From an optimization exercise on the open Yosys and OpenROAD flow, aimed at small area, a short achievable clock period and few clock cycles per item; shortcuts taken in it are not production practice. Where RTL was checked, it was by simulation tests only, not by an equivalence proof against the original. Function not checked in runs 1 and 2: the RTL went through the layout flow alone. Power figures rest on the tool's default switching activity, not on a simulated workload.

--- flow/config.mk ---
export PLATFORM = sky130hd
export DESIGN_NAME = sensor_min_max_block_average
export DESIGN_NICKNAME = sensor_min_max_block_average
export VERILOG_FILES = /design/flow/design.v
export SDC_FILE = /design/flow/constraint.sdc
export NUM_CORES = 4
export LEC_CHECK = 0
export CAP_MARGIN = 20
export CORE_MARGIN = 2
export CORE_UTILIZATION = 40
export SETUP_SLACK_MARGIN = 4.4
export SLEW_MARGIN = 20
--- flow/constraint.sdc ---
create_clock -name core_clock -period 7.0 [get_ports {clock}]
set_input_delay 1.4000 -clock core_clock [delete_from_list [all_inputs] [get_ports {clock}]]
set_output_delay 1.4000 -clock core_clock [all_outputs]
set_load 0.01 [all_outputs]
--- flow/design.v ---
package smmba_pkg;
   localparam int GAS_W        = 16;
   localparam int TEMP_W       = 12;
   localparam int HUMIN_W      = 10;
   localparam int HUMID_W      = 7;
   localparam int SLOT_W       = 5;
   localparam int BYTE_W       = 8;
   localparam int POS_W        = 9;
   localparam int ACC_W        = 13;
   localparam int RECENT_DEPTH = 32;
   localparam logic [GAS_W-1:0]         GAS_MIN_RESET   = 16'd5000;
   localparam logic signed [TEMP_W-1:0] TEMP_MIN_RESET  = 12'sd1000;
   localparam logic [HUMID_W-1:0]       HUMID_MIN_RESET = 7'd100;
   localparam logic [7:0] HUMID_RECIP  = 8'd205;
   localparam int         HUMID_SHIFT  = 11;
   localparam int         HUMID_PROD_W = HUMIN_W + 8;
endpackage
module sensor_min_max_block_average (
   input  logic                                clock,
   input  logic                                reset,
   input  logic                                req_valid,
   output logic                                req_ready,
   input  logic [smmba_pkg::SLOT_W-1:0]        req_sample_slot,
   input  logic [smmba_pkg::GAS_W-1:0]         req_gas_ppm,
   input  logic signed [smmba_pkg::TEMP_W-1:0] req_temperature,
   input  logic [smmba_pkg::HUMIN_W-1:0]       req_humidity,
   output logic                                rsp_valid,
   input  logic                                rsp_ready,
   output logic [smmba_pkg::GAS_W-1:0]         rsp_gas_max,
   output logic [smmba_pkg::GAS_W-1:0]         rsp_gas_min,
   output logic signed [smmba_pkg::TEMP_W-1:0] rsp_temp_max,
   output logic signed [smmba_pkg::TEMP_W-1:0] rsp_temp_min,
   output logic [smmba_pkg::HUMID_W-1:0]       rsp_humid_max,
   output logic [smmba_pkg::HUMID_W-1:0]       rsp_humid_min,
   output logic                                rsp_average_valid,
   output logic [smmba_pkg::BYTE_W-1:0]        rsp_average_value,
   output logic [smmba_pkg::POS_W-1:0]         rsp_history_position
);
   localparam int SLOT_W  = smmba_pkg::SLOT_W;
   localparam int BYTE_W  = smmba_pkg::BYTE_W;
   localparam int ACC_W   = smmba_pkg::ACC_W;
   localparam int GAS_W   = smmba_pkg::GAS_W;
   localparam int TEMP_W  = smmba_pkg::TEMP_W;
   localparam int HUMIN_W = smmba_pkg::HUMIN_W;
   localparam int HUMID_W = smmba_pkg::HUMID_W;
   localparam int POS_W   = smmba_pkg::POS_W;
   localparam int KEY_W   = 10;
   localparam int WORD_W  = SLOT_W + GAS_W + TEMP_W + KEY_W;
   localparam logic [KEY_W-1:0] KEY_MIN_RESET = {3'd6, 3'd1, 4'd8};
   function automatic logic [5:0] div5_hi(input logic [4:0] g);
      logic [4:0] a;
      logic [44:0] t;
      logic [5:0] y;
      begin
         a = g;
         t[0] = a[2] & a[1];
         t[1] = ~(a[3] & t[0]);
         t[2] = a[3] | a[2];
         y[5] = a[4] & t[2];
         t[3] = ~(t[1] & y[5]);
         t[4] = a[2] | a[1];
         t[5] = a[3] & t[4];
         t[6] = a[4] | t[5];
         y[4] = t[3] & t[6];
         t[7] = a[1] | ~(a[3]);
         t[8] = a[2] & t[7];
         t[9] = a[3] | ~(a[1]);
         t[10] = a[0] | ~(t[9]);
         t[11] = ~(t[8] & t[10]);
         t[12] = a[2] | t[7];
         t[13] = ~(t[11] & t[12]);
         t[14] = a[4] | t[13];
         t[15] = a[0] | t[4];
         t[16] = a[3] & t[15];
         t[17] = t[16] & ~(t[0]);
         t[18] = t[17] | ~(y[5]);
         y[3] = t[14] & t[18];
         t[19] = t[8] & ~(a[0]);
         t[20] = t[8] & ~(t[10]);
         t[21] = a[2] | ~(a[0]);
         t[22] = t[7] | t[21];
         t[23] = t[20] | ~(t[22]);
         t[24] = t[21] | ~(t[9]);
         t[25] = a[0] | ~(a[2]);
         t[26] = ~(t[7] & t[21]);
         t[27] = ~(t[25] & t[26]);
         t[28] = ~(a[4] & t[27]);
         t[29] = t[24] & ~(t[27]);
         y[2] = a[4] ? t[29] : t[23];
         t[30] = t[9] | ~(t[21]);
         t[31] = t[7] ? t[21] : t[25];
         t[32] = t[9] | ~(t[25]);
         t[33] = t[31] | ~(t[9]);
         t[34] = a[4] & t[30];
         t[35] = ~(t[33] & t[34]);
         t[36] = t[7] | ~(t[21]);
         t[37] = ~(t[32] & t[36]);
         t[38] = a[4] | t[37];
         y[1] = t[35] & t[38];
         t[39] = t[19] | t[28];
         t[40] = ~(t[22] & t[25]);
         t[41] = ~(t[9] & t[40]);
         t[42] = t[25] & ~(t[26]);
         t[43] = ~(a[4] | t[42]);
         t[44] = ~(t[41] & t[43]);
         y[0] = ~(t[39] & t[44]);
         div5_hi = y;
      end
   endfunction
   function automatic logic [3:0] div5_lo(input logic [2:0] r, input logic [3:0] g);
      logic [6:0] a;
      logic [47:0] t;
      logic [3:0] y;
      begin
         a = {r, g};
         t[0] = ~(a[3] | a[4]);
         t[1] = a[5] & ~(t[0]);
         t[2] = a[3] & a[2];
         t[3] = ~(a[4] & t[2]);
         t[4] = ~(t[1] & t[3]);
         t[5] = a[3] | a[2];
         t[6] = a[4] & t[5];
         t[7] = a[5] | t[6];
         t[8] = t[4] & t[7];
         y[2] = a[6] | t[8];
         t[9] = a[2] & a[1];
         t[10] = ~(a[3] & t[9]);
         t[11] = ~(t[6] & t[10]);
         t[12] = a[2] | a[1];
         t[13] = a[3] & t[12];
         t[14] = a[4] | t[13];
         t[15] = t[11] & t[14];
         t[16] = a[5] | t[15];
         t[17] = a[4] & ~(t[2]);
         t[18] = a[3] | t[12];
         t[19] = ~(t[17] & t[18]);
         t[20] = ~(t[1] & t[19]);
         t[21] = t[16] & t[20];
         t[22] = a[3] | t[9];
         y[3] = a[6] | t[1];
         t[23] = a[3] | ~(t[12]);
         y[1] = a[6] ? t[22] : t[21];
         t[24] = a[1] | a[0];
         t[25] = a[2] | a[0];
         t[26] = a[0] | t[12];
         t[27] = t[22] | ~(t[26]);
         t[28] = t[12] & t[25];
         t[29] = ~(a[3] & t[28]);
         t[30] = ~(t[27] & t[29]);
         t[31] = a[3] & ~(t[9]);
         t[32] = ~(t[26] & t[31]);
         t[33] = ~(t[6] & t[32]);
         t[34] = ~(a[2] & t[24]);
         t[35] = ~(t[0] & t[34]);
         t[36] = ~(a[0] & t[9]);
         t[37] = ~(t[13] & t[36]);
         t[38] = a[4] | t[37];
         t[39] = t[33] & t[38];
         t[40] = t[35] & t[39];
         t[41] = t[23] | ~(t[36]);
         t[42] = ~(t[17] & t[41]);
         t[43] = a[4] | t[34];
         t[44] = ~(t[0] & t[28]);
         t[45] = t[43] & t[44];
         t[46] = ~(t[42] & t[45]);
         t[47] = a[5] ? t[46] : t[40];
         y[0] = a[6] ? t[30] : t[47];
         div5_lo = y;
      end
   endfunction
   function automatic logic [2*smmba_pkg::ACC_W-1:0] csa(input logic [smmba_pkg::ACC_W-1:0] a,
                                                          input logic [smmba_pkg::ACC_W-1:0] b,
                                                          input logic [smmba_pkg::ACC_W-1:0] c,
                                                          input logic                       cin);
      logic [smmba_pkg::ACC_W-1:0] sm;
      logic [smmba_pkg::ACC_W-1:0] cy;
      begin
         sm  = a ^ b ^ c;
         cy  = (a & b) | (a & c) | (b & c);
         csa = {sm, cy[smmba_pkg::ACC_W-2:0], cin};
      end
   endfunction
   function automatic logic [smmba_pkg::ACC_W-1:0] ks_add(input logic [smmba_pkg::ACC_W-1:0] a,
                                                          input logic [smmba_pkg::ACC_W-1:0] b);
      logic [smmba_pkg::ACC_W-1:0] g;
      logic [smmba_pkg::ACC_W-1:0] p;
      logic [smmba_pkg::ACC_W-1:0] gn;
      logic [smmba_pkg::ACC_W-1:0] pn;
      begin
         g = a & b;
         p = a ^ b;
         for (int d = 1; d < smmba_pkg::ACC_W; d = d * 2) begin
            gn = g;
            pn = p;
            for (int i = d; i < smmba_pkg::ACC_W; i++) begin
               gn[i] = g[i] | (p[i] & g[i-d]);
               pn[i] = p[i] & p[i-d];
            end
            g = gn;
            p = pn;
         end
         ks_add = (a ^ b) ^ {g[smmba_pkg::ACC_W-2:0], 1'b0};
      end
   endfunction
   logic                       word_valid;
   logic [WORD_W-1:0]          word;
   logic                       skid_valid;
   logic [WORD_W-1:0]          skid;
   logic [WORD_W-1:0]          in_word;
   logic                       word_free;
   logic                       out_valid;
   logic [GAS_W-1:0]           max_gas, min_gas;
   logic signed [TEMP_W-1:0]   max_temp, min_temp;
   logic [HUMID_W-1:0]         max_humid, min_humid;
   logic [KEY_W-1:0]           max_key, min_key;
   logic [BYTE_W-1:0]          recent [smmba_pkg::RECENT_DEPTH];
   logic [ACC_W-1:0]           rest_add;
   logic [BYTE_W-1:0]          rest_sub;
   logic                       avg_valid;
   logic [BYTE_W-1:0]          avg_value;
   logic [POS_W-1:0]           history;
   logic [POS_W-1:0]           position;
   logic                       take;
   logic [SLOT_W-1:0]          w_slot;
   logic [GAS_W-1:0]           w_gas;
   logic signed [TEMP_W-1:0]   w_temp;
   logic [KEY_W-1:0]           w_key;
   logic [5:0]                 in_key_hi;
   logic                       slot_zero;
   logic [HUMID_W-1:0]         humid_pct;
   logic [BYTE_W-1:0]          new_byte;
   logic [BYTE_W-1:0]          old_byte;
   logic [2*ACC_W-1:0]         block_cs;
   logic [ACC_W-1:0]           block_sum;
   assign in_key_hi = div5_hi(req_humidity[9:5]);
   assign in_word   = {req_sample_slot, req_gas_ppm, req_temperature, in_key_hi, req_humidity[4:1]};
   assign req_ready = !skid_valid;
   assign take      = word_valid && (!out_valid || rsp_ready);
   assign word_free = take || !word_valid;
   always_ff @(posedge clock) begin
      if (reset) begin
         word_valid <= 1'b0;
         skid_valid <= 1'b0;
      end else if (word_free) begin
         word_valid <= skid_valid || req_valid;
         skid_valid <= 1'b0;
      end else if (req_valid) begin
         skid_valid <= 1'b1;
      end
   end
   always_ff @(posedge clock) begin
      if (word_free) begin
         word <= skid_valid ? skid : in_word;
      end
   end
   always_ff @(posedge clock) begin
      if (!skid_valid) begin
         skid <= in_word;
      end
   end
   assign {w_slot, w_gas, w_temp, w_key} = word;
   assign humid_pct = {w_key[9:7], div5_lo(w_key[6:4], w_key[3:0])};
   assign slot_zero = (w_slot == '0);
   assign new_byte  = w_gas[BYTE_W+SLOT_W-1:SLOT_W];
   assign old_byte  = recent[w_slot];
   assign block_cs  = csa(rest_add, ~(ACC_W'(rest_sub)), ACC_W'(new_byte), 1'b1);
   assign block_sum = ks_add(block_cs[2*ACC_W-1:ACC_W], block_cs[ACC_W-1:0]);
   always_ff @(posedge clock) begin
      if (reset) begin
         out_valid <= 1'b0;
      end else if (take) begin
         out_valid <= 1'b1;
      end else if (rsp_ready) begin
         out_valid <= 1'b0;
      end
   end
   always_ff @(posedge clock) begin
      if (reset) begin
         max_gas   <= '0;
         min_gas   <= smmba_pkg::GAS_MIN_RESET;
         max_temp  <= '0;
         min_temp  <= smmba_pkg::TEMP_MIN_RESET;
         max_humid <= '0;
         min_humid <= smmba_pkg::HUMID_MIN_RESET;
         max_key   <= '0;
         min_key   <= KEY_MIN_RESET;
         avg_valid <= 1'b0;
         avg_value <= '0;
         position  <= '0;
         history   <= '0;
      end else if (take) begin
         if (w_gas > max_gas)                  max_gas   <= w_gas;
         if (w_gas < min_gas)                  min_gas   <= w_gas;
         if (w_temp > max_temp)                max_temp  <= w_temp;
         if (w_temp < min_temp)                min_temp  <= w_temp;
         if (w_key > max_key) begin
            max_key   <= w_key;
            max_humid <= humid_pct;
         end
         if (w_key < min_key) begin
            min_key   <= w_key;
            min_humid <= humid_pct;
         end
         avg_valid <= slot_zero;
         avg_value <= slot_zero ? block_sum[ACC_W-1:SLOT_W] : '0;
         position  <= slot_zero ? history : '0;
         if (slot_zero) history <= history + 1'b1;
      end
   end
   always_ff @(posedge clock) begin
      if (reset) begin
         rest_add <= '0;
         rest_sub <= '0;
      end else if (take && !slot_zero) begin
         rest_add <= block_sum;
         rest_sub <= old_byte;
      end
   end
   always_ff @(posedge clock) begin
      for (int i = 0; i < smmba_pkg::RECENT_DEPTH; i++) begin
         if (reset) begin
            recent[i] <= '0;
         end else if (take && w_slot == SLOT_W'(i)) begin
            recent[i] <= new_byte;
         end
      end
   end
   assign rsp_valid            = out_valid;
   assign rsp_gas_max          = max_gas;
   assign rsp_gas_min          = min_gas;
   assign rsp_temp_max         = max_temp;
   assign rsp_temp_min         = min_temp;
   assign rsp_humid_max        = max_humid;
   assign rsp_humid_min        = min_humid;
   assign rsp_average_valid    = avg_valid;
   assign rsp_average_value    = avg_value;
   assign rsp_history_position = position;
endmodule
--- flow/run.sh ---
#!/bin/bash
# synth_recipe.tcl (not shown) runs the flow's synth.tcl, then flattens the netlist and writes it again
# the make line also repeats each setting of config.mk as NAME=value (left out here)
make -C /OpenROAD-flow-scripts/flow DESIGN_CONFIG=/design/flow/config.mk WORK_HOME=/design/flow/orfs CLKGATE_MAP_FILE= SYNTH_SCRIPT=/design/flow/synth_recipe.tcl finish
==> results of run 1 <==
[worst max-delay path: stages (launching register included)]
cell and delay (ns):
edfxtp_1 0.49, inv_2 0.07, fa_1 0.50, inv_1 0.06
fa_2 0.39, a211oi_4 0.28, o211ai_1 0.15, buf_4 0.18
a41o_1 0.19, a211oi_2 0.19, a21oi_1 0.10, a31o_2 0.22
[registers in the layout (all words and copies together) (netlist names)]
name	flops
avg_valid	1
avg_value	8
history	9
max_gas	16
max_humid	4
max_key	10
max_temp	12
min_gas	16
min_humid	4
min_key	10
min_temp	12
out_valid	1
position	9
recent	248
rest_add	13
rest_sub	8
skid	43
skid_valid	1
word	43
word_valid	1
[power groups by stage]
stage | Clock (uW) | Combinational, uW | Sequential [uW]
floorplan | 0 | 630 | 2900
global placement | 0 | 880 | 2920
detailed placement | 0 | 898 | 2930
CTS | 2800 | 1070 | 2870
global route | 2910 | 1280 | 2880
finish | 2770 | 1200 | 2870
[final cells by class]
cell class,count,area [um2],share of cell area
well taps,748,936,0.0341
inverters,123,478,0.0174
repair buffers,286,2730,0.0992
flip-flops and latches,469,9880,0.360
multi-input cells,1813,11700,0.427
diodes,2,5.00,0.000182
clock inverters,10,138,0.00501
clock buffers,83,1580,0.0575
[Yosys cell counts, types with 6 or more instances]
cell	number
a2111oi_0	6
a211oi_1	16
a21o_1	13
a21oi_1	297
a22o_1	15
a22oi_1	58
a311oi_1	9
a31oi_1	22
a32oi_1	14
and3_1	13
buf_1	14
buf_2	45
buf_4	7
clkbuf_1	144
dfxtp_1	426
edfxtp_1	43
fa_1	9
ha_1	85
inv_1	122
mux2_2	42
mux2i_1	101
nand2_1	388
nand2b_1	20
nand3_1	250
nand3b_1	7
nand4_1	28
nor2_1	146
nor2b_1	25
nor3_1	25
nor4_1	7
o2111ai_1	10
o211ai_1	10
o21a_1	10
o21ai_0	55
o22ai_1	10
o311ai_0	9
o31ai_1	12
or3_1	6
xnor2_1	6
xor2_1	7
[how the worst min path moves through the flow]
stage / from / to / slack [ns]
6_report: rest_add[4]$_SDFFE_PP0P_ / rest_add[4]$_SDFFE_PP0P_ / 0.45
4_1_cts: rest_add[4]$_SDFFE_PP0P_ / rest_add[4]$_SDFFE_PP0P_ / 0.45
3_3_place_gp: recent[12][3]$_SDFFE_PP0P_ / recent[12][3]$_SDFFE_PP0P_ / 0.44
2_1_floorplan: skid[7]$_DFF_P_ / skid[7]$_DFF_P_ / 0.42
3_5_place_dp: rest_add[4]$_SDFFE_PP0P_ / rest_add[4]$_SDFFE_PP0P_ / 0.44
5_1_grt: recent[4][0]$_SDFFE_PP0P_ / recent[4][0]$_SDFFE_PP0P_ / 0.47
[timing repair]
action / CTS / global route
pin swaps: 18 / 15
setup endpoints to repair: 451 / 307
gates cloned: 10 / 6
setup buffers: 54 / 33
resized for setup: 481 / 103
[per-stage QoR]
stage / power (uW) / std cells / instance area [um2]
finish: 6840 / 3534 / 27500
global route: 7070 / 3533 / 27500
CTS: 6740 / 3492 / 26800
detailed placement: 3820 / 3335 / 24100
global placement: 3800 / 3335 / 24100
floorplan: 3530 / 2614 / 22300
[routing by layer]
metal	track usage	routed length (um)	vias up
li1	-	-	9495
met1	0.347	32600	9903
met2	0.413	35200	931
met3	0.0507	6900	234
met4	0.115	3760	0
met5	0	0	-
[kinds of logic after synthesis]
group / Yosys count / share of synthesized area
simple gates: 954 / 0.197
flops: 469 / 0.443
xor+xnor: 13 / 0.00514
buf+inv: 336 / 0.0614
compound gates: 603 / 0.169
fa+ha+maj: 95 / 0.0566
mux: 144 / 0.0676
==> impl_metrics.tcl, run 1 <==
set metrics [dict create \
    r2r_slack_ns 4.07 \
    power_leakage_uw 0.0103 \
    cts_max_level 2 \
    reg2reg_to "rest_add[12]$_SDFFE_PP0P_" \
    p_sw_frac 0.280 \
    clock_skew_ns 0.0322 \
    ys_top_cells_by_area "dfxtp_1, a21oi_1, nand2_1, edfxtp_1, nand3_1" \
    ys_ff_latch 469 \
    drive_gt1_frac 0.196 \
    drcViolationCount 0 \
    hpwl_um 46400 \
    avgViaCountPerCell 5.82 \
    fp.dieW_um 239 \
    cts.sinks 469 \
    crit_end "rest_add[12]$_SDFFE_PP0P_" \
    yosys_most_used_dff "dfxtp_1" \
    syn_area_um2 22200 \
    postRouteAntennaNets 0 \
    syn_avg_cell_area_um2 8.48 \
    status "no timing/DRC/antenna violations" \
    dp_slack_ns 3.01 \
    layout_commonest_cell "nand2_1" \
    ys_types 85 \
    critPathRequiredTime_ns 7.50 \
    worst-setup-path-type "flip-flop to flip-flop" \
    fin_util 0.500 \
    worstMarginPinSlew_ns 0.773 \
    ir_drop_mv 0.204 \
    routed_wl_um 78400 \
    combPwrFrac 0.176 \
    yosysTopAreaCell "dfxtp_1" \
    grt_overflow 0 \
    min_path_type "flip-flop to flip-flop" \
    synth-edff-count 43 \
    insertion_delay_ns 0.62 \
    wire_per_inst_um 22.2 \
    place.gp.congestion 0.922 \
    min_path_cells 2 \
    clockRootBuffer "clkbuf_16" \
    clk_pin_slew_ns 0.06 \
    die_h_um 239 \
    cts_tree "yes" \
    power_density_nw_per_um2 249 \
    hold_buffers 0 \
    dr.pass1.iters 6 \
    slew_viol_final 0 \
    core_um2 55000 \
    area.growth.synth_to_final_pct 23.9 \
    grt_pass1_wl_um 115000 \
    p_sw_uw 1920 \
    dr_total_vias 20563 \
    period_minus_slack_ns 2.93 \
    nets 2886 \
    synth_cells 2614 \
    clockBufferDepth 3 \
    cts_buffers 52 \
    antenna_found_initial 1 \
    io_buffer_count 135 \
    grt_max_degree 262 \
    cp-end-kind "flip-flop" \
    critPathLaunchType "flip-flop" \
    final_cell_mix "nand2_1, dfxtp_1, a21oi_1, nand3_1, nor2_1" \
    grt_pass1_vias 19407 \
    synthArstFlopShare 0 \
    setup_viol 0 \
    synth_nets 2755 \
    fill_cells 5120 \
    r2r_cells 11 \
    r2r-start "word[27]$_DFFE_PP_" \
    seqPwrFrac 0.419 \
    drt_iter0_drc 2379 \
    track_usage 0.261 \
    rsz0062_at_grt "yes" \
    synth.top_cell.area_share 0.385 \
    setup_ws_ns 4.07 \
    std_cell_rows 86 \
    yosys_warnings 2 \
    max_slew_margin 0.480 \
    maxCapViolCount 0 \
    cp.arrival_ns 3.43 \
    setup_tns_ns 0 \
    fin_crit_sh 0.418 \
    fmax_ghz 0.342 \
    finalHoldWorstSlack_ns 0.449 \
    ys_seq_area_frac 0.443 \
    crit_start "word[27]$_DFFE_PP_" \
    p_int_uw 4920 \
    start_util 0.403 \
    io_pins 137 \
    final_hold_viol_count 0 \
    cp_max_fo 3 \
    pwr-share-clk 0.405 \
    die-area_um2 57300 \
]
==> run 2, diff against run 1 <==
--- a/flow/config.mk
+++ b/flow/config.mk
@@ -12 +12,2 @@
 export SLEW_MARGIN = 20
+export TNS_END_PERCENT = 0
==> run 2 against run 1 <==
Sequential power about the same. Combinational power decreased by 18%. Critical endpoint unchanged. Final cell count decreased by 2.1%. Sequential cell count unchanged. First-iteration DRC count decreased by 15%. Synthesized area unchanged. Clock skew decreased by 0.0071 ns. Core utilization decreased by 1.9 points. Via count decreased by 1.9%.
==> impl_metrics.tcl, run 2 <==
set metrics [dict create \
    cp_max_fo 4 \
    critPathLaunchType "flip-flop" \
    cts.sinks 469 \
    dr_total_vias 20178 \
    fill_cells 5232 \
    syn_avg_cell_area_um2 8.48 \
    worst-setup-path-type "flip-flop to flip-flop" \
    place_area_um2 23900 \
    synth_cells 2614 \
    die-area_um2 57300 \
    critPathRequiredTime_ns 7.49 \
    ys_top_cells_by_area "dfxtp_1, a21oi_1, nand2_1, edfxtp_1, nand3_1" \
    layout_commonest_cell "dfxtp_1" \
    rsz0062_at_grt "yes" \
    cp.arrival_ns 3.55 \
    std_cell_rows 86 \
    io_pins 137 \
    antenna_found_initial 5 \
    setup_tns_ns 0 \
    setup_viol 0 \
    drt_iter0_drc 2034 \
    cts_max_level 2 \
    slew_viol_final 0 \
    drive_gt1_frac 0.0989 \
    clockRootBuffer "clkbuf_16" \
    largest_reg_flops 248 \
    synth_nets 2755 \
    grt_pass1_vias 19094 \
    area.growth.synth_to_final_pct 19.2 \
    cts_tree "yes" \
    grt_overflow 0 \
    drcViolationCount 0 \
    post-route-cell-area_um2 26400 \
    synth.top_cell.area_share 0.385 \
    yosysMostFrequentCell "dfxtp_1" \
    clk_pin_slew_ns 0.06 \
    yosys_most_used_dff "dfxtp_1" \
    ys_seq_area_frac 0.443 \
    wire_per_inst_um 21.5 \
    synth-edff-count 43 \
    ir_drop_mv 0.204 \
    grt_max_degree 147 \
    insertion_delay_ns 0.61 \
    finalHoldWorstSlack_ns 0.453 \
    clockBufferDepth 3 \
    status "no timing/DRC/antenna violations" \
    syn_area_um2 22200 \
    p_total_uw 6580 \
    grt_pass1_wl_um 113000 \
    postRouteAntennaNets 0 \
    hpwl_um 46000 \
    die_h_um 239 \
    fin_crit_sh 0.437 \
    power_leakage_uw 0.00966 \
    clock_skew_ns 0.0251 \
    final_cell_mix "dfxtp_1, nand2_1, a21oi_1, nand3_1, nor2_1" \
    fmax_ghz 0.327 \
    min_path_type "flip-flop to flip-flop" \
    avgViaCountPerCell 5.83 \
    cts_buffers 51 \
    start_util 0.403 \
    power_density_nw_per_um2 249 \
    period_minus_slack_ns 3.06 \
    maxCapViolCount 0 \
    track_usage 0.256 \
    fp.dieW_um 239 \
    fin_util 0.481 \
    cp-end-kind "flip-flop" \
    synthArstFlopShare 0 \
    hold_buffers 0 \
    nets 2813 \
    ys_types 85 \
    top_regs "recent: 248 flops, skid: 43 flops, word: 43 flops" \
    core_um2 55000 \
    ys_ff_latch 469 \
    worstMarginPinSlew_ns 1.07 \
    top_register "recent" \
    max_slew_margin 0.287 \
    routed_wl_um 74300 \
    io_buffer_count 135 \
    dr.pass1.iters 6 \
    final_hold_viol_count 0 \
    synthTopCellsByCount "dfxtp_1, nand2_1, a21oi_1" \
    place.gp.congestion 0.916 \
    yosysTopAreaCell "dfxtp_1" \
    yosys_warnings 2 \
]
## run 2: cell counts after synthesis
No cell type changed its count.
## run 2: timing repair
action / 4_1_cts / 5_1_grt
pin swaps: 4 / 2
gates resized for setup: 62 / 13
endpoints found under the setup margin: 471 / 464
gates cloned: 8 / 0
setup buffers: 23 / 11
## run 2: path summary, 6_finish.rpt
path	start	cells past startpoint	endpoint	slack [ns]
setup / recovery	word[27]$_DFFE_PP_	11	rest_add[12]$_SDFFE_PP0P_	3.94
hold / removal	recent[9][2]$_SDFFE_PP0P_	2	recent[9][2]$_SDFFE_PP0P_	0.45
hold reg to reg	recent[9][2]$_SDFFE_PP0P_	2	recent[9][2]$_SDFFE_PP0P_	0.45
setup reg to reg	word[27]$_DFFE_PP_	11	rest_add[12]$_SDFFE_PP0P_	3.94
## run 2: final cells by class
class                      instances  area [um2]  share of cell area
sequential                       469        9820               0.372
clock inverter                    24         238             0.00899
timing repair buffer             217        2330              0.0880
clock buffer                      67        1430              0.0540
multi-input combinational       1810       11200               0.424
tap                              748         936              0.0354
inverter                         123         465              0.0176
antenna                            3        7.51            0.000284
## run 2: cells by family (layout without fill, tap and decap cells)
family                   after synthesis  count (layout)  share of synthesized area
multiplexers                         144             144                     0.0676
AND/OR/NAND/NOR                      954             955                      0.197
XOR/XNOR                              13              13                    0.00514
adder cells (fa/ha/maj)               95              95                     0.0566
flip-flops                           469             469                      0.443
buffers and inverters                336             431                     0.0614
AO/OA/AOI/OAI                        603             603                      0.169
other                                  0               3                          0
## run 2: stage by stage
| step | instances | setup WS, ns |
|---|---|---|
| 2_1_floorplan | 2614 | 4.11 |
| 4_1_cts | 3447 | 3.99 |
| 3_5_place_dp | 3325 | 2.72 |
| 6_report | 3461 | 3.94 |
| 5_1_grt | 3461 | 3.88 |
| 3_3_place_gp | 3325 | 2.78 |
## run 2: metal layers
| layer | vias to the layer above | track usage | wire, um |
|---|---|---|---|
| li1 | 9346 | - | - |
| met5 | - | 0 | 13 |
| met2 | 926 | 0.399 | 33200 |
| met1 | 9704 | 0.336 | 31000 |
| met3 | 200 | 0.0599 | 7110 |
| met4 | 2 | 0.115 | 2990 |
## run 2: power by group
part,switching [uW],internal [uW],total (uW)
Combinational,600,388,988
Clock,1150,1580,2720
Sequential,69.8,2790,2860
## run 2: critical path, cell delays in order, from the launching register on
cell and delay [ns]:
edfxtp_1 0.47, inv_1 0.10, fa_1 0.53, inv_1 0.06, fa_2 0.37, a211oi_2 0.29
o211ai_1 0.18, buf_4 0.19, a41o_1 0.20, a211oi_4 0.22, a21oi_1 0.10, a31o_2 0.21
==> run 3, diff against run 2 <==
--- a/flow/design.v
+++ b/flow/design.v
@@ -232,2 +232,3 @@
    logic [BYTE_W-1:0]          old_byte;
+   logic [BYTE_W-1:0]          wr_byte;
    logic [2*ACC_W-1:0]         block_cs;
@@ -318,8 +319,7 @@
    end
+   assign wr_byte = new_byte & {BYTE_W{!reset}};
    always_ff @(posedge clock) begin
       for (int i = 0; i < smmba_pkg::RECENT_DEPTH; i++) begin
-         if (reset) begin
-            recent[i] <= '0;
-         end else if (take && w_slot == SLOT_W'(i)) begin
-            recent[i] <= new_byte;
+         if (reset || (take && w_slot == SLOT_W'(i))) begin
+            recent[i] <= wr_byte;
          end
--- a/flow/config.mk
+++ b/flow/config.mk
@@ -10,4 +10,3 @@
 export CORE_UTILIZATION = 40
-export SETUP_SLACK_MARGIN = 4.4
+export SETUP_SLACK_MARGIN = 4.5
 export SLEW_MARGIN = 20
-export TNS_END_PERCENT = 0
==> run 3 against run 2 <==
Still clean. Synthesized area fell by 7.9%. Die area fell by 7.8%. Sequential power rose by 12%. Fmax rose by 6.2%. Clock skew rose by 0.015 ns. Via count fell by 26%. Global-route usage fell by 3.1 points. Highest routed layer is now met4.
==> impl_metrics.tcl, run 3 <==
set metrics [dict create \
    slowest_delay_ns 0.57 \
    period_minus_slack_ns 2.88 \
    yosysTopAreaCell "edfxtp_1" \
    syn_avg_cell_area_um2 11.6 \
    top_regs "recent: 248 flops, skid: 43 flops, word: 43 flops" \
    grt_max_degree 64 \
    worst-setup-path-type "flip-flop to flip-flop" \
    synth.top_cell.area_share 0.428 \
    routed_wl_um 61000 \
    num_antenna_cells 0 \
    ys_top_cells_by_area "edfxtp_1, dfxtp_1, ha_1, a22oi_1, nand2_1" \
    maxCapViolCount 0 \
    cp_max_fo 3 \
    crit_top_cell "a211oi_2" \
    io_pins 137 \
    cp.arrival_ns 3.38 \
    die_h_um 230 \
    syn_area_um2 20400 \
    postRouteAntennaNets 0 \
    synth_cells 1753 \
    drive_gt1_frac 0.270 \
    nets 2100 \
    core_um2 50300 \
    fmax_ghz 0.347 \
    ys_types 75 \
    top_register "recent" \
    ys_seq_area_frac 0.603 \
    clk_pin_slew_ns 0.06 \
    synth_fa_ha_area_frac 0.0614 \
    drcViolationCount 0 \
    critPathRequiredTime_ns 7.50 \
    fin_util 0.503 \
    muxShareOfSynthArea 0.0542 \
    clockBufferDepth 3 \
    synthTopCellsByCount "edfxtp_1, dfxtp_1, nand2_1" \
    grt_pass1_wl_um 89900 \
    place_area_um2 22700 \
    cts_tree "yes" \
    synth_top_family_by_area "compound AO/OA/AOI/OAI gates" \
    cp-end-kind "flip-flop" \
    rsz0062_at_grt "yes" \
    synth_compound_area_frac 0.121 \
    area.growth.synth_to_final_pct 23.8 \
    critical_path_buf_inv_count 2 \
    yosys.area_share.simple 0.113 \
    yosys_most_used_dff "edfxtp_1" \
    final_hold_viol_count 0 \
    yosys_warnings 2 \
    dr_total_vias 14982 \
    hpwl_um 39100 \
    ys_ff_latch 469 \
    status "no timing/DRC/antenna violations" \
    synth_xor_xnor_area_share 0.00558 \
    cp_cell_sequence "inv_2 -> fa_1 -> inv_1 -> fa_2 -> a211oi_2 -> o211ai_1 -> a41o_1 -> a211oi_2 -> a21oi_1 -> a31o_2" \
    avgViaCountPerCell 5.61 \
    hold_buffers 0 \
    slowest_stage "fa_1" \
    layout_commonest_cell "edfxtp_1" \
    clock_skew_ns 0.0405 \
    critical_path.top_delay_family "compound AO/OA/AOI/OAI gates" \
    fp.dieW_um 230 \
    track_usage 0.225 \
    ir_drop_mv 0.198 \
    setup_viol 0 \
    power_leakage_uw 0.00961 \
    r2r_slack_ns 4.12 \
    setup_tns_ns 0 \
    cts_max_level 2 \
    dr.pass1.iters 6 \
    worstMarginPinSlew_ns 0.967 \
    io_buffer_count 135 \
    power_density_nw_per_um2 270 \
    cts.sinks 469 \
    max_slew_margin 0.355 \
    synth-edff-count 291 \
    cts_buffers 49 \
    fin_crit_sh 0.412 \
    grt_overflow 0 \
    fill_cells 4449 \
    synthArstFlopShare 0 \
    place.gp.congestion 0.893 \
    critPathLaunchType "flip-flop" \
    start_util 0.406 \
    min_path_type "flip-flop to flip-flop" \
    synth_nets 1894 \
    slew_viol_final 0 \
    finalHoldWorstSlack_ns 0.451 \
    die-area_um2 52900 \
    wire_per_inst_um 22.8 \
    drt_iter0_drc 1587 \
    grt_pass1_vias 14376 \
    insertion_delay_ns 0.63 \
    final_cell_mix "edfxtp_1, nand2_1, inv_1, nor2_1, dfxtp_1" \
    std_cell_rows 82 \
    post-route-cell-area_um2 25300 \
    yosysMostFrequentCell "edfxtp_1" \
    clockRootBuffer "clkbuf_16" \
    antenna_found_initial 0 \
    largest_reg_flops 248 \
]
[run 3: cell types whose count changed after synthesis, sizes merged, moves of 11 or more]
cell / change
dfxtp: -248
a21oi: -199
a32oi: -11
clkbuf: -91
mux2i: -47
nand2: -219
a31oi: -15
a22oi: +31
nand3: -194
buf: -35
edfxtp: +248
[run 3: layout make-up]
type	count	area, um2	area share
repair buffers	239	2010	0.0795
multi-input cells	1078	8010	0.317
flip-flops and latches	469	12400	0.491
well taps	672	841	0.0333
clock buffers	66	1300	0.0514
clock inverters	25	226	0.00896
inverters	122	465	0.0184
[run 3: worst paths after layout]
path,end,startpoint,depth (start not counted)
worst max-delay path,rest_add[12]$_SDFFE_PP0P_,word[27]$_DFFE_PP_,10
worst min register to register,position[6]$_SDFFE_PP0P_,position[6]$_SDFFE_PP0P_,2
worst min-delay path,position[6]$_SDFFE_PP0P_,position[6]$_SDFFE_PP0P_,2
worst max register to register,rest_add[12]$_SDFFE_PP0P_,word[27]$_DFFE_PP_,10
[run 3: worst register-to-register path: stages, from the launching register on]
cell	delay (ns)
edfxtp_1	0.50
inv_2	0.09
fa_1	0.57
inv_1	0.06
fa_2	0.37
a211oi_2	0.24
o211ai_1	0.19
a41o_1	0.22
a211oi_2	0.21
a21oi_1	0.10
a31o_2	0.22
[run 3: layer usage]
| metal | up-vias | share of wire | track usage |
|---|---|---|---|
| li1 | 6861 | - | - |
| met1 | 7366 | 0.43 | 0.310 |
| met2 | 646 | 0.47 | 0.363 |
| met3 | 109 | 0.076 | 0.0356 |
| met4 | 0 | 0.029 | 0.0742 |
| met5 | - | 0 | 0 |
[run 3: kinds of logic (layout without fill, tap and decap cells)]
kind of cell | after synthesis | in the layout
compound gates | 370 | 371
xor+xnor | 13 | 13
fa+ha+maj | 95 | 95
buf+inv | 209 | 452
flops | 469 | 469
mux | 103 | 104
simple gates | 494 | 495
[run 3: timing repair]
item                       in CTS  in global routing
resized for setup             538                 79
pin swaps                      31                 27
setup buffers                  65                 21
setup endpoints to repair     494                117
gates cloned                    3                  0
[run 3: per-stage QoR]
step | worst slack (ns) | total power [uW] | instances
after global placement | 3.09 | 4120 | 2491
final | 4.12 | 6820 | 2671
after floorplan | 4.37 | 3850 | 1753
after CTS | 4.17 | 6760 | 2650
after detailed placement | 3.20 | 4150 | 2491
after global routing | 4.04 | 7080 | 2671
[run 3: where the power goes]
part           leakage (uW)  switching, uW  internal (uW)
combinational       0.00440            646            472
sequential          0.00447           90.6           3120
clock              0.000731           1130           1360
Testbench counts of run 3, summed over its fixed seeds: cycles 16,400, items 16,384.
==> run 4, diff against run 3 <==
==> flow/flow/run.sh (new file) <==
#!/bin/bash
# The standard layout (standard.sh, unchanged synthesis and steps), with
# the port buffers inserted as the smallest buffer cell; repair upsizes the
# ones on critical paths. Each tool's output goes to standard.log.
set -o pipefail
export BUFFER_PORTS_ARGS="-buffer_cell sky130_fd_sc_hd__buf_1"
bash standard.sh > standard.log 2>&1
==> flow/standard.sh (new file) <==
#!/bin/bash
# synth_recipe.tcl (not shown) runs the flow's synth.tcl, then flattens the netlist and writes it again
# the make line also repeats each setting of config.mk as NAME=value (left out here)
make -C /OpenROAD-flow-scripts/flow DESIGN_CONFIG=/design/flow/config.mk WORK_HOME=/design/flow/orfs CLKGATE_MAP_FILE= SYNTH_SCRIPT=/design/flow/synth_recipe.tcl "${@:-finish}"
removed: flow/run.sh
==> run 4 against run 3 <==
Still clean. Wire length is 1.3% higher. Critical path depth did not move. Fmax is 0.18% higher. Non-clock buffer count is 22 higher.
==> impl_metrics.tcl, run 4 <==
set metrics [dict create \
    status "no timing/DRC/antenna violations" \
    place.gp.congestion 0.890 \
    grt_pass1_vias 14507 \
    final_hold_viol_count 0 \
    yosysTopAreaCell "edfxtp_1" \
    area.growth.synth_to_final_pct 25.9 \
    io_buffer_count 135 \
    yosysMostFrequentCell "edfxtp_1" \
    seqPwrFrac 0.452 \
    routed_wl_um 61800 \
    ys_types 75 \
    fin_crit_sh 0.411 \
    drive_gt1_frac 0.284 \
    pwr-share-clk 0.389 \
    synth_cells 1753 \
    insertion_delay_ns 0.62 \
    ys_seq_area_frac 0.603 \
    fmax_ghz 0.347 \
    critPathLaunchType "flip-flop" \
    cp_cell_sequence "inv_2 -> fa_1 -> inv_2 -> fa_2 -> a211oi_2 -> o211ai_1 -> a41o_1 -> a211oi_2 -> a21oi_1 -> a31o_2" \
    syn_area_um2 20400 \
    io_pins 137 \
    p_sw_uw 1890 \
    layout_commonest_cell "edfxtp_1" \
    clk_pin_slew_ns 0.06 \
    nets 2121 \
    synth.top_cell.area_share 0.428 \
    synth-edff-count 291 \
    rsz0062_at_grt "yes" \
    setup_tns_ns 0 \
    worst-setup-path-type "flip-flop to flip-flop" \
    grt_pass1_wl_um 89400 \
    clockBufferDepth 3 \
    track_usage 0.224 \
    combPwrFrac 0.160 \
    post-route-cell-area_um2 25700 \
    clock_skew_ns 0.0467 \
    r2r-start "word[28]$_DFFE_PP_" \
    period_minus_slack_ns 2.88 \
    dr.pass1.iters 6 \
    fin_cells 2693 \
    dp_cells 2488 \
    yosys_warnings 2 \
    antenna_found_initial 0 \
    cp.arrival_ns 3.35 \
    cp_max_fo 3 \
    grt_max_degree 61 \
    worstMarginPinSlew_ns 1.01 \
    min-delay-start "position[2]$_SDFFE_PP0P_" \
    fp.dieW_um 230 \
    die_h_um 230 \
    grt_overflow 0 \
    crit_start "word[28]$_DFFE_PP_" \
    power_density_nw_per_um2 277 \
    synth_nets 1894 \
    place_area_um2 21800 \
    regArea_um2 12400 \
    met2_usage 0.350 \
    ys_top_cells_by_area "edfxtp_1, dfxtp_1, ha_1, a22oi_1, nand2_1" \
    start_util 0.406 \
    min_path_type "flip-flop to flip-flop" \
    largest_reg_flops 248 \
    power_leakage_uw 0.00977 \
    top_regs "recent: 248 flops, skid: 43 flops, word: 43 flops" \
    postRouteAntennaNets 0 \
    max_slew_margin 0.328 \
    p_sw_frac 0.265 \
    final_cell_mix "edfxtp_1, nand2_1, buf_4, inv_1, dfxtp_1" \
    drcViolationCount 0 \
    synthArstFlopShare 0 \
    maxCapViolCount 0 \
    num_antenna_cells 0 \
    top_register "recent" \
    setup_viol 0 \
    dr_total_vias 15211 \
    syn_avg_cell_area_um2 11.6 \
    slowest_delay_ns 0.51 \
    slowest_stage "edfxtp_1" \
    ir_drop_mv 0.211 \
    wire_per_inst_um 22.9 \
    clockRootBuffer "clkbuf_16" \
    hpwl_um 39100 \
    yosys_most_used_dff "edfxtp_1" \
    core_um2 50300 \
    multiInputGateArea_um2 8190 \
    ys_ff_latch 469 \
    drt_iter0_drc 1331 \
    p_int_uw 5230 \
    cts_max_level 2 \
    cts_buffers 49 \
    fill_cells 4374 \
    die-area_um2 52900 \
    cts.sinks 469 \
    busiest_layer "met2" \
    critPathRequiredTime_ns 7.47 \
    slew_viol_final 0 \
    hold_buffers 0 \
    synthTopCellsByCount "edfxtp_1, dfxtp_1, nand2_1" \
    std_cell_rows 82 \
    cts_tree "yes" \
    grt_util_met3 0.0541 \
    p_total_uw 7120 \
    cp-end-kind "flip-flop" \
    gr-usage-met1 0.297 \
    avgViaCountPerCell 5.65 \
]
[run 4: cells by family after synthesis]
| family | synth area share |
|---|---|
| and+or+nand+nor | 0.113 |
| DFF | 0.603 |
| AOI/OAI and AO/OA | 0.121 |
| buffers and inverters | 0.0423 |
| muxes | 0.0542 |
| adders and majority gates | 0.0614 |
| xor gates and xnor gates | 0.00558 |
[run 4: worst max-delay path, delay by kind of cell (launching register included)]
family / cells / cell delay [ns]
adders and majority gates: 2 / 0.85
DFF: 1 / 0.51
AOI/OAI and AO/OA: 6 / 1.24
buffers and inverters: 2 / 0.12
[run 4: power by group through the flow]
stage               clock (uW)  sequential [uW]  combinational (uW)
floorplan                    0             3240                 608
global placement             0             3270                 808
detailed placement           0             3280                 828
CTS                       2800             3210                1000
global route              2920             3230                1230
finish                    2770             3220                1140
[run 4: cell type report]
cell class,instances,share of cell area
repair buffers,261,0.0805
clock buffers,65,0.0540
clock inverters,27,0.0137
well taps,672,0.0327
flip-flops and latches,469,0.482
multi-input cells,1077,0.318
inverters,122,0.0185
[run 4: what timing repair did]
item,in CTS,in global routing
cloned,3,3
pin swaps,30,38
setup buffers,64,43
resized for setup,269,104
setup endpoints to repair,446,157
[run 4: metal layers]
metal	routed length, um	up-vias	part of all wire
met1	25700	7508	0.42
met4	2760	0	0.045
met2	28200	652	0.46
li1	-	6894	-
met5	0	-	0
met3	5080	157	0.082
[run 4: path summary, 6_finish.rpt]
kind / slack [ns] / depth (start not counted) / endpoint
max: 4.12 / 10 / rest_add[12]$_SDFFE_PP0P_
min: 0.45 / 2 / position[2]$_SDFFE_PP0P_
max reg2reg: 4.12 / 10 / rest_add[12]$_SDFFE_PP0P_
min reg2reg: 0.45 / 2 / position[2]$_SDFFE_PP0P_
[run 4: stage by stage]
step,setup slack (ns),hold slack (ns),util
after global placement,3.46,0.441,0.434
after global routing,3.96,0.461,0.511
after floorplan,4.37,0.423,-
after detailed placement,3.41,0.444,0.434
final,4.12,0.450,0.511
after CTS,4.11,0.452,0.495
==> run 5, diff against run 4 <==
--- a/flow/design.v
+++ b/flow/design.v
@@ -220,3 +220,2 @@
    logic [BYTE_W-1:0]          avg_value;
-   logic [POS_W-1:0]           history;
    logic [POS_W-1:0]           position;
@@ -289,4 +288,3 @@
          avg_value <= '0;
-         position  <= '0;
-         history   <= '0;
+         position  <= '1;
       end else if (take) begin
@@ -306,4 +304,3 @@
          avg_value <= slot_zero ? block_sum[ACC_W-1:SLOT_W] : '0;
-         position  <= slot_zero ? history : '0;
-         if (slot_zero) history <= history + 1'b1;
+         if (slot_zero) position <= position + 1'b1;
       end
@@ -336,3 +333,3 @@
    assign rsp_average_value    = avg_value;
-   assign rsp_history_position = position;
+   assign rsp_history_position = avg_valid ? position : '0;
 endmodule
--- a/flow/config.mk
+++ b/flow/config.mk
@@ -10,2 +10,3 @@
 export CORE_UTILIZATION = 40
+export CTS_BUF_LIST = sky130_fd_sc_hd__clkbuf_4 sky130_fd_sc_hd__clkbuf_8
 export SETUP_SLACK_MARGIN = 4.5
==> run 5 against run 4 <==
Sequential share of layout area shrank 0.91 points. Critical path type unchanged. Synthesized cell count shrank 0.97%. Final cell count increased by 2.1%. Die area down 0.81%. Largest cell class unchanged. Register-to-register slack improved by 0.04 ns. Largest power group unchanged. Critical endpoint unchanged.
==> impl_metrics.tcl, run 5 <==
set metrics [dict create \
    status "no timing/DRC/antenna violations" \
    cts_buffers 79 \
    avgViaCountPerCell 5.59 \
    synth_fa_ha_area_frac 0.0619 \
    cts.sinks 460 \
    yosysMostFrequentCell "edfxtp_1" \
    crit_start "word[27]$_DFFE_PP_" \
    drive_gt1_frac 0.332 \
    synth_cells 1736 \
    min_path_type "flip-flop to flip-flop" \
    crit_end "rest_add[12]$_SDFFE_PP0P_" \
    antenna_found_initial 1 \
    die_h_um 229 \
    grt_pass1_wl_um 89800 \
    r2r_cells 10 \
    setup_viol 0 \
    postRouteAntennaNets 0 \
    r2r_slack_ns 4.17 \
    synthTopCellsByCount "edfxtp_1, dfxtp_1, nand2_1" \
    synth.top_cell.area_share 0.432 \
    clk_pin_slew_ns 0.06 \
    fin_crit_sh 0.405 \
    drcViolationCount 0 \
    max_slew_margin 0.309 \
    ys_top_cells_by_area "edfxtp_1, dfxtp_1, ha_1, mux2i_1, nand2_1" \
    top_register "recent" \
    worst-setup-path-type "flip-flop to flip-flop" \
    top_regs "recent: 248 flops, skid: 43 flops, word: 43 flops" \
    fmax_ghz 0.353 \
    syn_area_um2 20200 \
    slew_viol_final 0 \
    slowest_stage "fa_1" \
    start_util 0.404 \
    synth_top_family_by_area "compound AO/OA/AOI/OAI gates" \
    final_cell_mix "edfxtp_1, nand2_1, buf_4, inv_1, buf_6" \
    ys_ff_latch 460 \
    finalHoldWorstSlack_ns 0.456 \
    cp.arrival_ns 3.38 \
    wire_per_inst_um 22.2 \
    place.gp.congestion 0.864 \
    cp_max_fo 3 \
    critPathLaunchType "flip-flop" \
    grt_max_degree 67 \
    track_usage 0.224 \
    synth_compound_area_frac 0.125 \
    die-area_um2 52400 \
    nets 2152 \
    io_buffer_count 135 \
    yosys_most_used_dff "edfxtp_1" \
    dr_total_vias 15378 \
    io_pins 137 \
    worstMarginPinSlew_ns 1.03 \
    cts_tree "yes" \
    yosysTopAreaCell "edfxtp_1" \
    syn_avg_cell_area_um2 11.7 \
    area.growth.synth_to_final_pct 27.8 \
    grt_pass1_vias 14990 \
    std_cell_rows 82 \
    synth_xor_xnor_area_share 0.00476 \
    clockBufferDepth 3 \
    r2r-start "word[27]$_DFFE_PP_" \
    layout_commonest_cell "edfxtp_1" \
    yosys_warnings 2 \
    power_density_nw_per_um2 265 \
    period_minus_slack_ns 2.83 \
    power_leakage_uw 0.00997 \
    muxShareOfSynthArea 0.0570 \
    synthArstFlopShare 0 \
    fp.dieW_um 229 \
    reg2reg_to "rest_add[12]$_SDFFE_PP0P_" \
    routed_wl_um 60900 \
    ys_types 74 \
    ir_drop_mv 0.170 \
    cp-end-kind "flip-flop" \
    maxCapViolCount 0 \
    critPathRequiredTime_ns 7.55 \
    final_hold_viol_count 0 \
    hpwl_um 36600 \
    grt_overflow 0 \
    crit_top_cell "inv_2" \
    synth_nets 1877 \
    clock_skew_ns 0.0392 \
    dr.pass1.iters 5 \
    largest_reg_flops 248 \
    rsz0062_at_grt "yes" \
    yosys.area_share.simple 0.111 \
    setup_tns_ns 0 \
    core_um2 50100 \
    slowest_delay_ns 0.58 \
    clockRootBuffer "clkbuf_8" \
    synth-edff-count 291 \
    insertion_delay_ns 0.69 \
    drt_iter0_drc 1405 \
    ys_seq_area_frac 0.599 \
    cts_max_level 3 \
    cp_cell_sequence "inv_2 -> fa_1 -> inv_2 -> fa_2 -> a211oi_2 -> o211ai_1 -> a41o_1 -> a211oi_4 -> a21oi_1 -> a31o_2" \
]
-- run 5: cell types whose count changed after synthesis, moves of 8 or more --
cell,previous run,this run
a22oi_1,89,67
and2_1,0,10
dfxtp_1,178,169
nand2_1,168,154
nand3_1,58,50
nor2_1,132,118
o21ai_0,66,74
-- run 5: worst min-delay path by stage --
stage / slack, ns / startpoint / end / cells after the start
final: 0.46 / rest_add[5]$_SDFFE_PP0P_ / rest_add[5]$_SDFFE_PP0P_ / 2
after global routing: 0.48 / max_humid[0]$_SDFFE_PP0P_ / max_humid[0]$_SDFFE_PP0P_ / 2
after CTS: 0.46 / rest_add[1]$_SDFFE_PP0P_ / rest_add[1]$_SDFFE_PP0P_ / 2
after detailed placement: 0.45 / rest_add[1]$_SDFFE_PP0P_ / rest_add[1]$_SDFFE_PP0P_ / 2
after global placement: 0.44 / rest_add[0]$_SDFFE_PP0P_ / rest_add[0]$_SDFFE_PP0P_ / 2
after floorplan: 0.42 / skid[7]$_DFF_P_ / skid[7]$_DFF_P_ / 2
-- run 5: critical path, delay by kind of cell, from the launching register on --
kind	cells	cell delay [ns]
AO/OA/AOI/OAI	6	1.19
adder cells (fa/ha/maj)	2	0.96
buffers and inverters	2	0.13
flip-flops	1	0.44
-- run 5: metrics by stage --
step	instance area [um2]	util	total power [uW]	instances	setup WS, ns
after floorplan	20700	-	3810	1736	4.36
final	25900	0.517	6850	2750	4.17
after detailed placement	21700	0.433	4060	2469	3.17
after global routing	25900	0.517	7120	2749	4.07
after global placement	21700	0.433	4030	2469	3.21
after CTS	24900	0.498	6730	2700	4.20
-- run 5: logic make-up after synthesis --
group                    after synthesis
AND/OR/NAND/NOR                      471
adder cells (fa/ha/maj)               95
buffers and inverters                213
flip-flops                           460
AO/OA/AOI/OAI                        378
multiplexers                         108
XOR/XNOR                              11
-- run 5: report_power, final --
| part | switching, uW | internal, uW | total, uW | leakage (uW) |
|---|---|---|---|---|
| sequential | 91.6 | 3070 | 3170 | 0.00440 |
| clock | 1130 | 1370 | 2510 | 0.000871 |
| combinational | 681 | 499 | 1180 | 0.00470 |
-- run 5: layout make-up --
class / instances / area [um2]
inverters: 124 / 484
clock buffers: 114 / 1400
clock inverters: 33 / 225
multi-input cells: 1072 / 8380
repair buffers: 273 / 2290
fillers: 4347 / 24200
repair inverters: 1 / 8.76
well taps: 672 / 841
diodes: 1 / 2.50
flip-flops and latches: 460 / 12200
-- run 5: what timing repair did --
action / in CTS / in global routing
gates cloned: 4 / 7
pin swaps: 27 / 46
hold endpoints to repair: 0 / 0
gates resized for setup: 349 / 124
endpoints found under the setup margin: 432 / 256
setup buffers: 80 / 42
hold buffers: 0 / 0
-- run 5: per-layer routing --
layer  track usage  share of wire
met1         0.293           0.41
met2         0.362           0.47
met3        0.0566          0.084
met4        0.0808          0.032
met5             0              0
Testbench counts of run 5, summed over its fixed seeds: cycles 16,400, items 16,384.
==> run 6, diff against run 5 <==
--- a/flow/config.mk
+++ b/flow/config.mk
@@ -10,4 +10,3 @@
 export CORE_UTILIZATION = 40
-export CTS_BUF_LIST = sky130_fd_sc_hd__clkbuf_4 sky130_fd_sc_hd__clkbuf_8
-export SETUP_SLACK_MARGIN = 4.5
+export SETUP_SLACK_MARGIN = 5.0
 export SLEW_MARGIN = 20
==> run 6 against run 5 <==
Still clean on timing, DRC and antenna. Non-clock buffer count increased by 175. Critical path depth increased by 1. Sequential share of layout area decreased by 6.1 points. Core utilization increased by 7.6 points. Via count increased by 9.0%. Synthesized cell count unchanged. Synthesized area unchanged. Clock skew decreased by 0.025 ns. Setup slack got worse by 0.036 ns. Clock power increased by 6%.
==> impl_metrics.tcl, run 6 <==
set metrics [dict create \
    final_cell_mix "edfxtp_1, buf_4, buf_6, inv_1, nand2_1" \
    power_leakage_uw 0.0114 \
    synth_nets 1877 \
    postRouteAntennaNets 0 \
    fmax_ghz 0.349 \
    dr_wl_met3_um 6900 \
    crit_top_cell "inv_2" \
    synth-edff-count 291 \
    std_cell_rows 82 \
    critPathLaunchType "flip-flop" \
    cts_buffers 50 \
    synthTopCellsByCount "edfxtp_1, dfxtp_1, nand2_1" \
    io_buffer_count 135 \
    fp.dieW_um 229 \
    drcViolationCount 0 \
    slowest_delay_ns 0.51 \
    synth_cells 1736 \
    io_pins 137 \
    muxShareOfSynthArea 0.0570 \
    nets 2308 \
    start_util 0.404 \
    grt_pass1_wl_um 99600 \
    yosys.area_share.simple 0.111 \
    worstMarginPinSlew_ns 0.998 \
    synth_compound_area_frac 0.125 \
    ys_types 74 \
    fin_crit_sh 0.410 \
    drive_gt1_frac 0.444 \
    yosys_most_used_dff "edfxtp_1" \
    synthArstFlopShare 0 \
    yosysTopAreaCell "edfxtp_1" \
    ys_seq_area_frac 0.599 \
    dr_total_vias 16757 \
    routed_wl_um 71000 \
    drt_iter0_drc 1614 \
    cts_max_level 2 \
    setup_tns_ns 0 \
    wire_per_inst_um 24.6 \
    die_h_um 229 \
    status "no timing/DRC/antenna violations" \
    max_slew_margin 0.334 \
    synth_fa_ha_area_frac 0.0619 \
    cp_cell_sequence "inv_2 -> fa_1 -> inv_2 -> ha_4 -> nor2b_4 -> o31ai_4 -> a211oi_2 -> a21oi_2 -> buf_4 -> or4_1 -> nand3_1" \
    synth_xor_xnor_area_share 0.00476 \
    hpwl_um 37100 \
    synth_top_family_by_area "compound AO/OA/AOI/OAI gates" \
    area.growth.synth_to_final_pct 46.7 \
    slew_viol_final 0 \
    core_um2 50100 \
    maxCapViolCount 0 \
    period_minus_slack_ns 2.87 \
    top_layer "met4" \
    grt_max_degree 88 \
    top_regs "recent: 248 flops, skid: 43 flops, word: 43 flops" \
    critical_path_buf_inv_count 3 \
    layout_commonest_cell "edfxtp_1" \
    syn_avg_cell_area_um2 11.7 \
    power_density_nw_per_um2 248 \
    slowest_stage "or4_1" \
    cp_max_fo 3 \
    clockBufferDepth 3 \
    min_path_type "flip-flop to flip-flop" \
    worst-setup-path-type "flip-flop to flip-flop" \
    num_antenna_cells 0 \
    cp.arrival_ns 3.42 \
    rsz0062_at_grt "yes" \
    insertion_delay_ns 0.62 \
    track_usage 0.250 \
    clockRootBuffer "clkbuf_16" \
    grt_pass1_vias 16173 \
    yosys_warnings 2 \
    clk_pin_slew_ns 0.06 \
    dp_slack_ns 3.37 \
    cp-end-kind "flip-flop" \
    die-area_um2 52400 \
    ys_ff_latch 460 \
    dr.pass1.iters 5 \
    yosysMostFrequentCell "edfxtp_1" \
    ys_top_cells_by_area "edfxtp_1, dfxtp_1, ha_1, mux2i_1, nand2_1" \
    largest_reg_flops 248 \
    place.gp.congestion 0.881 \
    grt_overflow 0 \
    setup_viol 0 \
    top_register "recent" \
    cts.sinks 460 \
    critical_path.top_delay_family "simple AND/OR/NAND/NOR gates" \
    antenna_found_initial 0 \
    synth.top_cell.area_share 0.432 \
    syn_area_um2 20200 \
    wl_met2_um 33700 \
    final_hold_viol_count 0 \
    setup_ws_ns 4.13 \
    cts_tree "yes" \
    wl_met1_um 26700 \
    avgViaCountPerCell 5.82 \
    critPathRequiredTime_ns 7.55 \
    ir_drop_mv 0.225 \
    clock_skew_ns 0.0145 \
]
run 6: cell counts after synthesis:
No cell type changed its count.
run 6: area by class of cell:
type | instances | area, um2
clock inverters | 30 | 277
well taps | 672 | 841
clock buffers | 64 | 1390
repair inverters | 1 | 11.3
inverters | 124 | 510
multi-input cells | 1082 | 10000
repair buffers | 448 | 4410
flip-flops and latches | 460 | 12200
fillers | 3792 | 20400
run 6: final timing paths:
| check | endpoint | slack, ns | from | cells after the start |
|---|---|---|---|---|
| setup / recovery | avg_value[6]$_SDFFE_PP0P_ | 4.13 | word[28]$_DFFE_PP_ | 11 |
| hold / removal | skid[7]$_DFF_P_ | 0.47 | skid[7]$_DFF_P_ | 2 |
| setup reg to reg | avg_value[6]$_SDFFE_PP0P_ | 4.13 | word[28]$_DFFE_PP_ | 11 |
| hold reg to reg | skid[7]$_DFF_P_ | 0.47 | skid[7]$_DFF_P_ | 2 |
run 6: repair_timing:
item | 4_1_cts | 5_1_grt
resized for setup | 645 | 232
buffers inserted | 192 | 92
hold buffers | 0 | 0
pin swaps | 101 | 110
setup endpoints to repair | 739 | 540
cloned | 24 | 6
run 6: kinds of logic after synthesis:
logic type | Yosys count
AO/OA/AOI/OAI | 378
XOR/XNOR | 11
adder cells (fa/ha/maj) | 95
buffers and inverters | 213
flip-flops | 460
multiplexers | 108
AND/OR/NAND/NOR | 471
run 6: worst register-to-register path, delay by kind of cell, from the launching register on:
kind                     cells  cell delay (ns)
AND/OR/NAND/NOR              3             0.79
adder cells (fa/ha/maj)      2             0.76
buffers and inverters        3             0.30
flip-flops                   1             0.47
AO/OA/AOI/OAI                3             0.51
run 6: report_power, final:
group	switching (uW)	internal, uW	total [uW]
Sequential	91.7	3070	3160
Combinational	838	679	1520
Clock	1180	1500	2670
Total	2110	5250	7350
run 6: metal layers:
metal	vias to the layer above	track usage
met5	-	0
met4	0	0.106
met3	229	0.0540
met2	904	0.417
met1	8286	0.316
li1	7338	-
run 6: metrics by stage:
stage                     power, uW   util  instance area [um2]  instances  hold slack [ns]
final                          7350  0.593                29700       2881            0.470
after CTS                      7110  0.554                27700       2783            0.456
after detailed placement       4080  0.436                21800       2473            0.446
after floorplan                3840      -                21000       1736            0.423
after global routing           7570  0.593                29700       2881            0.487
after global placement         4050  0.436                21800       2473            0.444
==> run 7, diff against run 6 <==
--- a/flow/config.mk
+++ b/flow/config.mk
@@ -10,3 +10,5 @@
 export CORE_UTILIZATION = 40
-export SETUP_SLACK_MARGIN = 5.0
+export CTS_CLUSTER_DIAMETER = 80
+export CTS_CLUSTER_SIZE = 24
+export SETUP_SLACK_MARGIN = 4.5
 export SLEW_MARGIN = 20
==> run 7 against run 6 <==
Sequential share of layout area grew 8.1 points. Still clean. Highest routed layer is now met5. Clock power shrank 34%. Non-clock buffer count shrank 197.
==> impl_metrics.tcl, run 7 <==
set metrics [dict create \
    status "no timing/DRC/antenna violations" \
    wire_per_inst_um 22.4 \
    min_path_type "flip-flop to flip-flop" \
    ys_seq_area_frac 0.599 \
    clockRootBuffer "clkbuf_16" \
    syn_area_um2 20200 \
    seqPwrFrac 0.516 \
    yosysTopAreaCell "edfxtp_1" \
    layout_commonest_cell "edfxtp_1" \
    insertion_delay_ns 0.60 \
    synthTopCellsByCount "edfxtp_1, dfxtp_1, nand2_1" \
    dp_cells 2469 \
    cp.arrival_ns 3.35 \
    rsz0062_at_grt "yes" \
    period_minus_slack_ns 2.88 \
    ir_drop_mv 0.276 \
    cp-end-kind "flip-flop" \
    min-delay-start "rest_add[5]$_SDFFE_PP0P_" \
    r2r-start "word[27]$_DFFE_PP_" \
    cp_cell_sequence "inv_2 -> fa_1 -> inv_2 -> fa_2 -> a211oi_2 -> o211ai_1 -> a41o_1 -> a211oi_4 -> a21oi_1 -> a31o_2" \
    power_leakage_uw 0.00941 \
    hpwl_um 36600 \
    antenna_found_initial 2 \
    cp_max_fo 3 \
    clk_pin_slew_ns 0.08 \
    reg2reg_to "rest_add[12]$_SDFFE_PP0P_" \
    grt_overflow 0 \
    ys_ff_latch 460 \
    p_sw_frac 0.287 \
    setup_viol 0 \
    critical_path_buf_inv_count 2 \
    synthArstFlopShare 0 \
    critical_path.top_delay_family "compound AO/OA/AOI/OAI gates" \
    min_path_cells 2 \
    die_h_um 229 \
    yosysMostFrequentCell "edfxtp_1" \
    critPathLaunchType "flip-flop" \
    num_antenna_cells 0 \
    cts_tree "yes" \
    setup_tns_ns 0 \
    cts_buffers 27 \
    min_to "rest_add[5]$_SDFFE_PP0P_" \
    hold_buffers 0 \
    synth.top_cell.area_share 0.432 \
    dr_total_vias 14834 \
    multiInputGateArea_um2 8470 \
    clockBufferDepth 3 \
    ys_top_cells_by_area "edfxtp_1, dfxtp_1, ha_1, mux2i_1, nand2_1" \
    combPwrFrac 0.198 \
    syn_avg_cell_area_um2 11.7 \
    synth-edff-count 291 \
    pwr-share-clk 0.286 \
    top_regs "recent: 248 flops, skid: 43 flops, word: 43 flops" \
    start_util 0.404 \
    nets 2076 \
    largest_reg_flops 248 \
    std_cell_rows 82 \
    fmax_ghz 0.348 \
    yosys_warnings 2 \
    fp.dieW_um 229 \
    grt_pass1_wl_um 86700 \
    final_hold_viol_count 0 \
    dr.pass1.iters 5 \
    slew_viol_final 0 \
    slowest_delay_ns 0.58 \
    power_density_nw_per_um2 247 \
    fill_cells 4447 \
    drive_gt1_frac 0.293 \
    r2r_cells 10 \
    critPathRequiredTime_ns 7.48 \
    max_slew_margin 0.331 \
    synth_nets 1877 \
    cts_max_level 1 \
    track_usage 0.215 \
    top_register "recent" \
    regArea_um2 12200 \
    drcViolationCount 0 \
    final_cell_mix "edfxtp_1, nand2_1, inv_1, buf_4, dfxtp_1" \
    crit_top_cell "inv_2" \
    p_int_uw 4360 \
    yosys_most_used_dff "edfxtp_1" \
    avgViaCountPerCell 5.64 \
    io_buffer_count 135 \
    core_um2 50100 \
    routed_wl_um 58800 \
    die-area_um2 52400 \
    cts.sinks 460 \
    p_sw_uw 1760 \
    fin_cells 2628 \
    clock_skew_ns 0.0293 \
    drt_iter0_drc 1411 \
    maxCapViolCount 0 \
    area.growth.synth_to_final_pct 22.5 \
    r2r_slack_ns 4.12 \
    grt_max_degree 67 \
    synth_cells 1736 \
    grt_pass1_vias 14169 \
    ys_types 74 \
    place.gp.congestion 0.864 \
    slowest_stage "fa_1" \
    fin_crit_sh 0.411 \
    io_pins 137 \
    postRouteAntennaNets 0 \
    worst-setup-path-type "flip-flop to flip-flop" \
    worstMarginPinSlew_ns 1.00 \
]
[run 7: cell counts after synthesis]
No cell type changed its count.
[run 7: worst min-delay path: cells and delay by family (launching register included)]
family	cells	cell delay, ns
compound gates	1	0.05
flops	1	0.32
simple gates	1	0.05
[run 7: cell type report]
cell class | instances | share of cell area
inverter | 124 | 0.0195
multi-input combinational | 1070 | 0.341
sequential | 460 | 0.493
tap | 672 | 0.0339
clock buffer | 36 | 0.0287
timing repair inverter | 1 | 0.000353
clock inverter | 14 | 0.00696
timing repair buffer | 251 | 0.0762
[run 7: cells by family after synthesis]
family | share of synthesized area
compound gates | 0.125
xor+xnor | 0.00476
fa+ha+maj | 0.0619
buf+inv | 0.0423
flops | 0.599
mux | 0.0570
simple gates | 0.111
[run 7: layer usage]
metal	vias to the layer above	track usage	routed length, um
li1	6797	-	-
met1	7396	0.291	24800
met2	543	0.350	27900
met3	96	0.0437	4320
met4	2	0.0617	1720
met5	-	0	13
[run 7: how the worst max path moves through the flow]
stage / slack, ns / endpoint / startpoint / cells past startpoint
global route: 4.05 / rest_add[12]$_SDFFE_PP0P_ / word[27]$_DFFE_PP_ / 10
finish: 4.12 / rest_add[12]$_SDFFE_PP0P_ / word[27]$_DFFE_PP_ / 10
CTS: 4.21 / rest_add[12]$_SDFFE_PP0P_ / word[27]$_DFFE_PP_ / 10
detailed placement: 3.17 / recent[19][4]$_DFFE_PP_ / reset / 4
floorplan: 4.36 / max_gas[5]$_SDFFE_PP0P_ / reset / 4
global placement: 3.21 / recent[30][3]$_DFFE_PP_ / reset / 4
[run 7: power by group through the flow]
| stage | combinational, uW | clock, uW | sequential, uW |
|---|---|---|---|
| 4_1_cts | 1010 | 1780 | 3160 |
| 3_5_place_dp | 840 | 0 | 3220 |
| 5_1_grt | 1310 | 1870 | 3180 |
| 6_report | 1210 | 1750 | 3160 |
| 3_3_place_gp | 818 | 0 | 3210 |
| 2_1_floorplan | 618 | 0 | 3190 |
[run 7: per-stage QoR]
step	setup WS (ns)	util	hold WS, ns	power [uW]	instance area, um2
global placement	3.21	0.433	0.442	4030	21700
detailed placement	3.17	0.433	0.448	4060	21700
CTS	4.21	0.471	0.460	5950	23600
finish	4.12	0.495	0.461	6120	24800
global route	4.05	0.495	0.484	6360	24800
floorplan	4.36	-	0.423	3810	20700
[run 7: what timing repair did]
action | CTS | global route
setup buffers | 49 | 51
gates resized for setup | 252 | 188
pin swaps | 36 | 48
endpoints found under the setup margin | 446 | 286
cloned | 4 | 5

## separate check: timing with driven ports
How much do the figures lean on ideal ports? The routed layouts below were timed once more, with nothing changed but the port constraints.
Step 1 (the two cells are an assumption about what drives the block):
set clk [get_ports {clock}]
set_driving_cell -lib_cell sky130_fd_sc_hd__clkbuf_16 $clk
set_driving_cell -lib_cell sky130_fd_sc_hd__buf_2 [delete_from_list [all_inputs] $clk]
Step 2, shift: input delay + t, output delay - t, t = (earliest + latest rising clock arrival at the registers) / 2. This alone moves slack from input paths to output paths.
Three values: ideal, step 1, step 2; two values: the first two.
| run | shift t [ns] | slack for setup (ns) | latest minus earliest clock arrival (ns) | cell pins on the clock port's net |
|---|---|---|---|---|
| run 1 | 0.668 | 4.072 / 4.072 / 3.556 | 0.034 / 0.034 | 1 |
| run 2 | 0.659 | 3.938 / 3.938 / 3.346 | 0.027 / 0.028 | 1 |
| run 3 | 0.663 | 4.117 / 4.117 / 3.884 | 0.044 / 0.045 | 1 |
| run 4 | 0.651 | 4.122 / 4.122 / 3.804 | 0.051 / 0.052 | 1 |
| run 5 | 0.719 | 4.167 / 4.167 / 3.760 | 0.044 / 0.044 | 1 |
| run 6 | 0.670 | 4.131 / 4.131 / 3.897 | 0.015 / 0.016 | 1 |
| run 7 | 0.641 | 4.123 / 4.123 / 3.761 | 0.032 / 0.031 | 1 |
After both steps every run listed still meets setup and hold. The setup slack of run 2, which loses most, moves by 0.000 ns with the drivers and by -0.592 ns with both steps.
